Context: an optimization exercise on an open-source flow, tuned for small area, a short achievable clock period and few clock cycles per item. The choices shown serve that exercise and are no tape-out recipe. In this exercise RTL edits were held to simulation tests only and were not proved equivalent to the original. Power and IR drop assume default switching activity.

==> flow/design.v (excerpt) <==
module process_priority_queue #(
   parameter int QUEUE_DEPTH = 16
) (
   input  logic            clock,
   input  logic            reset,
   input  logic            req_valid,
   output logic            req_ready,
   input  logic [1:0]      req_func,
   input  logic [15:0]     req_proc_id,
   input  logic [15:0]     req_arrival,
   input  logic [15:0]     req_burst,
   input  logic [7:0]      req_prio,
   output logic            rsp_valid,
   input  logic            rsp_ready,
   output logic [1:0]      rsp_status,
   output logic [15:0]     rsp_out_id,
   output logic [15:0]     rsp_out_arrival,
   output logic [15:0]     rsp_out_burst,
   output logic [7:0]      rsp_out_prio,
   output logic [4:0]      rsp_occupancy
);
export LEC_CHECK = 0
export ABC_CLOCK_PERIOD_IN_PS = 2700
export CAP_MARGIN = 20
export CORE_MARGIN = 2
export CORE_UTILIZATION = 60
export CTS_CLUSTER_DIAMETER = 100
export CTS_CLUSTER_SIZE = 20
export SETUP_SLACK_MARGIN = 4.3
export SLEW_MARGIN = 20
create_clock -name core_clock -period 7.0 [get_ports {clock}]
run.sh (not shown) runs the stock make flow with config.mk's settings and CLKGATE_MAP_FILE= SYNTH_SCRIPT=/design/flow/synth_recipe.tcl, a recipe that flattens the netlist after the stock synthesis.
The first run completed with no timing, DRC or antenna violations.
Testbench counts at the start, summed over its fixed seeds: cycles 9,624, items 9,600.
Next try:
--- a/flow/config.mk
+++ b/flow/config.mk
@@ -6,10 +6,10 @@
 export NUM_CORES = 4
 export LEC_CHECK = 0
-export ABC_CLOCK_PERIOD_IN_PS = 2700
+export ABC_CLOCK_PERIOD_IN_PS = 2800
 export CAP_MARGIN = 20
 export CORE_MARGIN = 2
-export CORE_UTILIZATION = 60
+export CORE_UTILIZATION = 50
 export CTS_CLUSTER_DIAMETER = 100
 export CTS_CLUSTER_SIZE = 20
-export SETUP_SLACK_MARGIN = 4.3
+export SETUP_SLACK_MARGIN = 4.2
 export SLEW_MARGIN = 20
After rerunning: Setup slack is better by 0.039 ns. Sequential cell count is unchanged. Count of clock-buffer cells in the layout is higher by 1. Power hardly moves. Wire length decreases by 2.6%. Combinational power falls by about 7%. Non-clock buffer count falls by 44. Cell area falls by 1.7%. Sequential share of layout area came out higher by 0.97 points. Final cell count is higher by 3.5%. Critical path depth falls by 2.

---

Setup of job 3550:
The RTL this note starts from:
==> flow/design.v <==
package ppq_pkg;
   typedef struct packed {
      logic [15:0] id;
      logic [15:0] arrival;
      logic [15:0] burst;
      logic [7:0]  prio;
   } rec_type;
   typedef enum logic [1:0] {
      FUNC_INSERT = 2'd0,
      FUNC_APPEND = 2'd1,
      FUNC_POP    = 2'd2,
      FUNC_REMOVE = 2'd3
   } func_type;
   typedef enum logic [1:0] {
      STATUS_OK        = 2'd0,
      STATUS_EMPTY     = 2'd1,
      STATUS_NOT_FOUND = 2'd2,
      STATUS_FULL      = 2'd3
   } status_type;
   typedef enum logic [1:0] {
      CMP_PRIO = 2'd0,
      CMP_ID   = 2'd1,
      CMP_ANY  = 2'd2
   } cmp_mode_type;
endpackage
module ppq_cmp (
   input  ppq_pkg::cmp_mode_type mode,
   input  ppq_pkg::rec_type      entry,
   input  ppq_pkg::rec_type      key,
   output logic                  hit
);
   always_comb begin
      case (mode)
         ppq_pkg::CMP_PRIO: hit = (entry.prio >= key.prio);
         ppq_pkg::CMP_ID:   hit = (entry.id == key.id);
         ppq_pkg::CMP_ANY:  hit = 1'b1;
         default:           hit = 1'b0;
      endcase
   end
endmodule
module ppq_ram #(
   parameter int WIDTH = 56,
   parameter int DEPTH = 16
) (
   input  logic                     clock,
   input  logic                     wr_en,
   input  logic [$clog2(DEPTH)-1:0] wr_addr,
   input  logic [WIDTH-1:0]         wr_data,
   input  logic [$clog2(DEPTH)-1:0] rd_addr,
   output logic [WIDTH-1:0]         rd_data
);
   logic [WIDTH-1:0] mem [DEPTH];
   logic [WIDTH-1:0] rd_data_ff;
   always_ff @(posedge clock) begin
      if (wr_en) begin
         mem[wr_addr] <= wr_data;
      end
      rd_data_ff <= mem[rd_addr];
   end
   assign rd_data = rd_data_ff;
endmodule
module process_priority_queue #(
   parameter int QUEUE_DEPTH = 16
) (
   input  logic            clock,
   input  logic            reset,
   input  logic            req_valid,
   output logic            req_ready,
   input  logic [1:0]      req_func,
   input  logic [15:0]     req_proc_id,
   input  logic [15:0]     req_arrival,
   input  logic [15:0]     req_burst,
   input  logic [7:0]      req_prio,
   output logic            rsp_valid,
   input  logic            rsp_ready,
   output logic [1:0]      rsp_status,
   output logic [15:0]     rsp_out_id,
   output logic [15:0]     rsp_out_arrival,
   output logic [15:0]     rsp_out_burst,
   output logic [7:0]      rsp_out_prio,
   output logic [4:0]      rsp_occupancy
);
   localparam int N  = QUEUE_DEPTH;
   localparam int CW = $clog2(QUEUE_DEPTH + 1);
   localparam int RW = 56;   
   logic [RW-1:0]     slot_ff [N];
   logic [N-1:0]      v_ff;              
   logic [N-1:0]      ord_ff [N];        
   logic [CW-1:0]     cnt_ff;
   logic              a_valid_ff;
   logic [1:0]        a_func_ff;
   logic [RW-1:0]     a_rec_ff;
   logic [N-1:0]      c_ff;              
   logic              b_valid_ff;        
   logic [1:0]        b_func_ff;
   logic [RW-1:0]     b_rec_ff;
   logic [N-1:0]      b_c_ff;            
   logic              b_ca_ff;           
   logic              p_valid_ff;
   logic [1:0]        p_st_ff;
   logic [N-1:0]      p_sel_ff;          
   localparam int OW = 1 + 2 + CW + RW;
   logic              r_valid_ff;
   logic [1:0]        r_st_ff;
   logic [CW-1:0]     r_occ_ff;
   logic [RW-1:0]     r_rec_ff;
   logic [OW-1:0]     r_cur, r_new, r_next;
   logic              req_ready_ff;
   logic [RW-1:0]     req_rec;
   assign req_rec = {req_proc_id, req_arrival, req_burst, req_prio};
   logic r_free, p_free, exec, a_free, accept;
   logic [1:0]    in_func;
   logic [RW-1:0] in_rec;
   assign r_free    = !r_valid_ff || rsp_ready;
   assign p_free    = !p_valid_ff || r_free;
   assign exec      = a_valid_ff && p_free;
   assign a_free    = !a_valid_ff || p_free;
   assign req_ready = req_ready_ff;
   assign accept    = req_valid && !b_valid_ff;
   assign in_func   = b_valid_ff ? b_func_ff : req_func;
   assign in_rec    = b_valid_ff ? b_rec_ff : req_rec;
   logic              f_put;
   logic              full, empty;
   logic [N-1:0]      hit, hb, first, aoa, alloc;
   logic [N-1:0]      alloc_ff;          
   logic [N-1:0]      next_free;         
   logic              found, do_ins, do_rem;
   assign f_put = !a_func_ff[1];
   assign full  = cnt_ff[CW-1];
   assign empty = (cnt_ff == '0);
   logic [N-1:0] ahead [N];
   always_comb begin
      for (int t = 0; t < N; t++)
         for (int s = 0; s < N; s++)
            ahead[t][s] = (t < s) ? ord_ff[t][s] : (t > s) ? !ord_ff[s][t] : 1'b0;
   end
   always_comb begin
      for (int s = 0; s < N; s++)
         hit[s] = v_ff[s] && c_ff[s];
      for (int s = 0; s < N; s++) begin
         hb[s] = 1'b0;
         for (int t = 0; t < N; t++)
            hb[s] = hb[s] | (hit[t] & ahead[t][s]);
         first[s] = hit[s] & !hb[s];
         aoa[s]   = hit[s] | hb[s];
      end
      for (int s = 0; s < N; s++) begin
         next_free[s] = !v_ff[s] && !alloc_ff[s];
         for (int t = 0; t < s; t++)
            if (!v_ff[t] && !alloc_ff[t]) next_free[s] = 1'b0;
      end
   end
   assign alloc  = alloc_ff;
   assign found  = |hit;
   assign do_ins = exec && f_put && !full;
   assign do_rem = exec && !f_put && found;
   logic [1:0]    ex_st;
   logic [N-1:0]  ex_sel;
   always_comb begin
      if (f_put) begin
         ex_st  = full ? ppq_pkg::STATUS_FULL : ppq_pkg::STATUS_OK;
         ex_sel = full ? '0 : alloc;
      end else begin
         ex_st  = empty ? ppq_pkg::STATUS_EMPTY :
                  !found ? ppq_pkg::STATUS_NOT_FOUND : ppq_pkg::STATUS_OK;
         ex_sel = first;
      end
   end
   logic          req_is_ins, req_is_app, req_is_pop;
   logic [N-1:0]  cmp_s, c_next;
   logic          cmp_a;
   logic [N:0]    ge;                
   logic [RW-1:0] cmp_rec [N+1];
   assign req_is_ins = (req_func == ppq_pkg::FUNC_INSERT);
   assign req_is_app = (req_func == ppq_pkg::FUNC_APPEND);
   assign req_is_pop = (req_func == ppq_pkg::FUNC_POP);
   always_comb begin
      for (int s = 0; s < N; s++) cmp_rec[s] = slot_ff[s];
      cmp_rec[N] = a_rec_ff;
      for (int s = 0; s <= N; s++) begin
         ge[s] = 1'b1;
         for (int i = 0; i < 8; i++)
            ge[s] = (cmp_rec[s][i] & !req_prio[i]) |
                    (!(cmp_rec[s][i] ^ req_prio[i]) & ge[s]);
      end
   end
   always_comb begin
      for (int s = 0; s < N; s++)
         cmp_s[s] = req_is_pop || (!req_is_app &&
                    (req_is_ins ? ge[s] : (slot_ff[s][55:40] == req_proc_id)));
      cmp_a  = req_is_pop || (!req_is_app &&
               (req_is_ins ? ge[N] : (a_rec_ff[55:40] == req_proc_id)));
      for (int s = 0; s < N; s++)
         c_next[s] = (do_ins && alloc[s]) ? (b_valid_ff ? b_ca_ff : cmp_a)
                                          : (b_valid_ff ? b_c_ff[s] : cmp_s[s]);
   end
   logic [RW-1:0] rd_rec;
   always_comb begin
      rd_rec = '0;
      for (int s = 0; s < N; s++)
         rd_rec = rd_rec | ({RW{p_sel_ff[s]}} & slot_ff[s]);
   end
   always_ff @(posedge clock) begin
      if (reset) begin
         a_valid_ff <= 1'b0;
         b_valid_ff <= 1'b0;
         req_ready_ff <= 1'b1;
         p_valid_ff <= 1'b0;
         v_ff       <= '0;
         cnt_ff     <= '0;
         alloc_ff   <= N'(1);
      end else begin
         if (a_free) begin
            a_valid_ff <= b_valid_ff || accept;
            b_valid_ff <= 1'b0;
            req_ready_ff <= 1'b1;
         end else if (accept) begin
            b_valid_ff <= 1'b1;
            req_ready_ff <= 1'b0;
         end
         if (p_free)    p_valid_ff <= exec;
         if (do_ins) begin
            v_ff     <= v_ff | alloc;
            cnt_ff   <= cnt_ff + CW'(1);
            alloc_ff <= next_free;
         end else if (do_rem) begin
            v_ff   <= v_ff & ~first;
            cnt_ff <= cnt_ff - CW'(1);
            if (full) alloc_ff <= first;
         end
      end
   end
   always_ff @(posedge clock) begin
      if (a_free) begin
         a_func_ff <= in_func;
         a_rec_ff  <= in_rec;
         c_ff      <= c_next;
      end
      if (!b_valid_ff) begin
         b_func_ff <= req_func;
         b_rec_ff  <= req_rec;
         b_c_ff    <= cmp_s;
         b_ca_ff   <= cmp_a;
      end
      for (int s = 0; s < N; s++) begin
         if (do_ins && alloc[s]) slot_ff[s] <= a_rec_ff;
      end
      for (int s = 0; s < N; s++) begin
         for (int t = s + 1; t < N; t++) begin
            if (do_ins && alloc[s])      ord_ff[s][t] <= aoa[t];
            else if (do_ins && alloc[t]) ord_ff[s][t] <= !aoa[s];
         end
      end
      if (p_free) begin
         p_st_ff  <= ex_st;
         p_sel_ff <= ex_sel;
      end
      {r_valid_ff, r_st_ff, r_occ_ff, r_rec_ff} <= r_next;
   end
   assign r_cur  = {r_valid_ff, r_st_ff, r_occ_ff, r_rec_ff};
   assign r_new  = {p_valid_ff, p_st_ff, cnt_ff, rd_rec};
   always_comb begin
      r_next = reset ? '0 : r_free ? r_new : r_cur;
   end
   assign rsp_valid       = r_valid_ff;
   assign rsp_status      = r_st_ff;
   assign rsp_out_id      = r_rec_ff[55:40];
   assign rsp_out_arrival = r_rec_ff[39:24];
   assign rsp_out_burst   = r_rec_ff[23:8];
   assign rsp_out_prio    = r_rec_ff[7:0];
   assign rsp_occupancy   = r_occ_ff;
endmodule
==> flow/config.mk <==
export PLATFORM = sky130hd
export DESIGN_NAME = process_priority_queue
export DESIGN_NICKNAME = process_priority_queue
export VERILOG_FILES = /design/flow/design.v
export SDC_FILE = /design/flow/constraint.sdc
export NUM_CORES = 4
export LEC_CHECK = 0
export ABC_CLOCK_PERIOD_IN_PS = 2700
export CAP_MARGIN = 20
export CORE_MARGIN = 2
export CORE_UTILIZATION = 42
export CTS_CLUSTER_DIAMETER = 100
export CTS_CLUSTER_SIZE = 20
export SETUP_SLACK_MARGIN = 4.35
export SLEW_MARGIN = 20
==> flow/constraint.sdc <==
create_clock -name core_clock -period 7.0 [get_ports {clock}]
set_input_delay 1.4000 -clock core_clock [delete_from_list [all_inputs] [get_ports {clock}]]
set_output_delay 1.4000 -clock core_clock [all_outputs]
set_load 0.01 [all_outputs]
Testbench counts of job 3550, summed over its fixed seeds: cycles 9,624, items 9,600.
#### Input delta (job 5172 over job 3550)
- changing SETUP_SLACK_MARGIN from 4.35 to 4.2
- changing CORE_UTILIZATION from 42 to 50
- changing ABC_CLOCK_PERIOD_IN_PS from 2700 to 2800
### Flow results
- Going from job 3550 to job 5172, final period utilization grows by 1.6 points.
- Final critical delay including setup and external delays (higher): job 5172
- Fmax: job 5172 below job 3550
- Comparing job 3550 against job 5172, there is no change at all in cell depth of the worst min-delay path.
- ~same hold slack in job 3550 and job 5172
- Compared with job 3550, job 5172 shows a worst slew slack as a fraction of its limit that is 8.7 points lower.
- Between job 3550 and job 5172, the clock network area share figures differ only marginally.
- In job 5172, data arrival at the endpoint of the critical path is higher than in job 3550.
- Final instance area was lower in the run labelled job 5172.
- Lower total wire length after detailed routing goes to job 5172 over job 3550.
- Final-layout clock buffer total | job 5172 below job 3550
> inputs changed (job 5172 -> job 7677)
- a change of ABC_CLOCK_PERIOD_IN_PS from 2800 to 2600
- a change of SETUP_SLACK_MARGIN from 4.2 to 4.4
- a change of CORE_UTILIZATION from 50 to 45
==> results.txt <==
- Relative to job 5172, final hold slack has increased by 0.0034 ns in job 7677.
- Job 7677 vs job 5172 — tapcell count climbed by more than 10%
- Job 7677 vs job 5172: cell count after placement up by a few percent
- Of job 7677 and job 5172, the run reporting the lower non-clock buffer count was job 5172.
- Compared with job 5172, job 7677 has extra setup slack.
- Compared with job 5172, overall die area in job 7677 increased by more than 10%.
- The capturing element of the worst setup path comes out c_ff[11]$_DFFE_PP_ in one run and c_ff[2]$_DFFE_PP_ in the other, namely in job 7677 and job 5172 respectively.
- Number of non-clock inverters: job 7677 > job 5172
- Job 7677 vs job 5172 — area overhead of the layout relative to synthesis rose 6.0 points.
- Count of different cell masters after synthesis came out exactly the same in job 7677 and job 5172.
--- input diff job 7677..job 5452 ---
- ABC_CLOCK_PERIOD_IN_PS: 2600 -> 2700
- SETUP_SLACK_MARGIN: 4.4 -> 4.3
--- outcome ---
- Job 5452 completed end to end with timing, DRC and antenna clean.
- [job 5452] area added between synthesis and finish fell 5.3 points relative to job 7677
- In the metrics for job 5452 and job 7677, the one carrying the higher wire length on met2 is job 7677.
- Cell area down 4.2% in job 5452 wrt job 7677
What job 3763 does differently from job 5452 at the input level:
- changing SETUP_SLACK_MARGIN from 4.3 to 4.25
Results
- Re number of instances in the synthesized netlist: no difference whatsoever between job 3763 and job 5452.
- Comparing job 5452 with job 3763, the combinational cell power came out essentially unchanged.
- Of job 5452 and job 3763, the lower post-route fraction of the period consumed by the critical path belongs to job 5452.
- For proportion of power drawn by the clock network, job 3763 and job 5452 come out practically identical.
- Looking at endpoint arrival time on the critical path, job 3763 sits above job 5452.
- Job 3763: detailed-routed wire length on met3 is 5.5% lower than what job 5452 reported.

-- separate check: timing with driven ports --
No port has a modelled driver above. Below, the same layouts with a new extraction and two added sets of constraints.
Step 1: set_driving_cell puts a clkbuf_16 on clock and a buf_2 on each other input, an assumption about the parent block.
Step 2 moves the port delays by t, midway between the first and last clock arrival at a register: inputs arrive t later, outputs are due t later. That takes back most of the time a late clock gives input paths.
Three values: no drivers, after step 1, after step 2; two values: the first two.
| run | t, ns | setup WS [ns] | cell pins on the clock port's net |
|---|---|---|---|
| the first run of note 1 | 0.776 | 4.113 / 4.153 / 3.377 | 1 |
| the second run of note 1 | 0.746 | 4.151 / 4.177 / 3.446 | 1 |
| job 3550 | 0.770 | 4.171 / 4.215 / 3.445 | 1 |
| job 5172 | 0.776 | 4.060 / 4.114 / 3.337 | 1 |
| job 7677 | 0.774 | 4.136 / 4.191 / 3.417 | 1 |
| job 5452 | 0.772 | 4.188 / 4.227 / 3.455 | 1 |
| job 3763 | 0.766 | 4.074 / 4.112 / 3.347 | 1 |
After both steps every run listed still meets setup and hold. The setup slack of the first run of note 1, which loses most, moves by +0.040 ns with the drivers and by -0.736 ns with both steps.
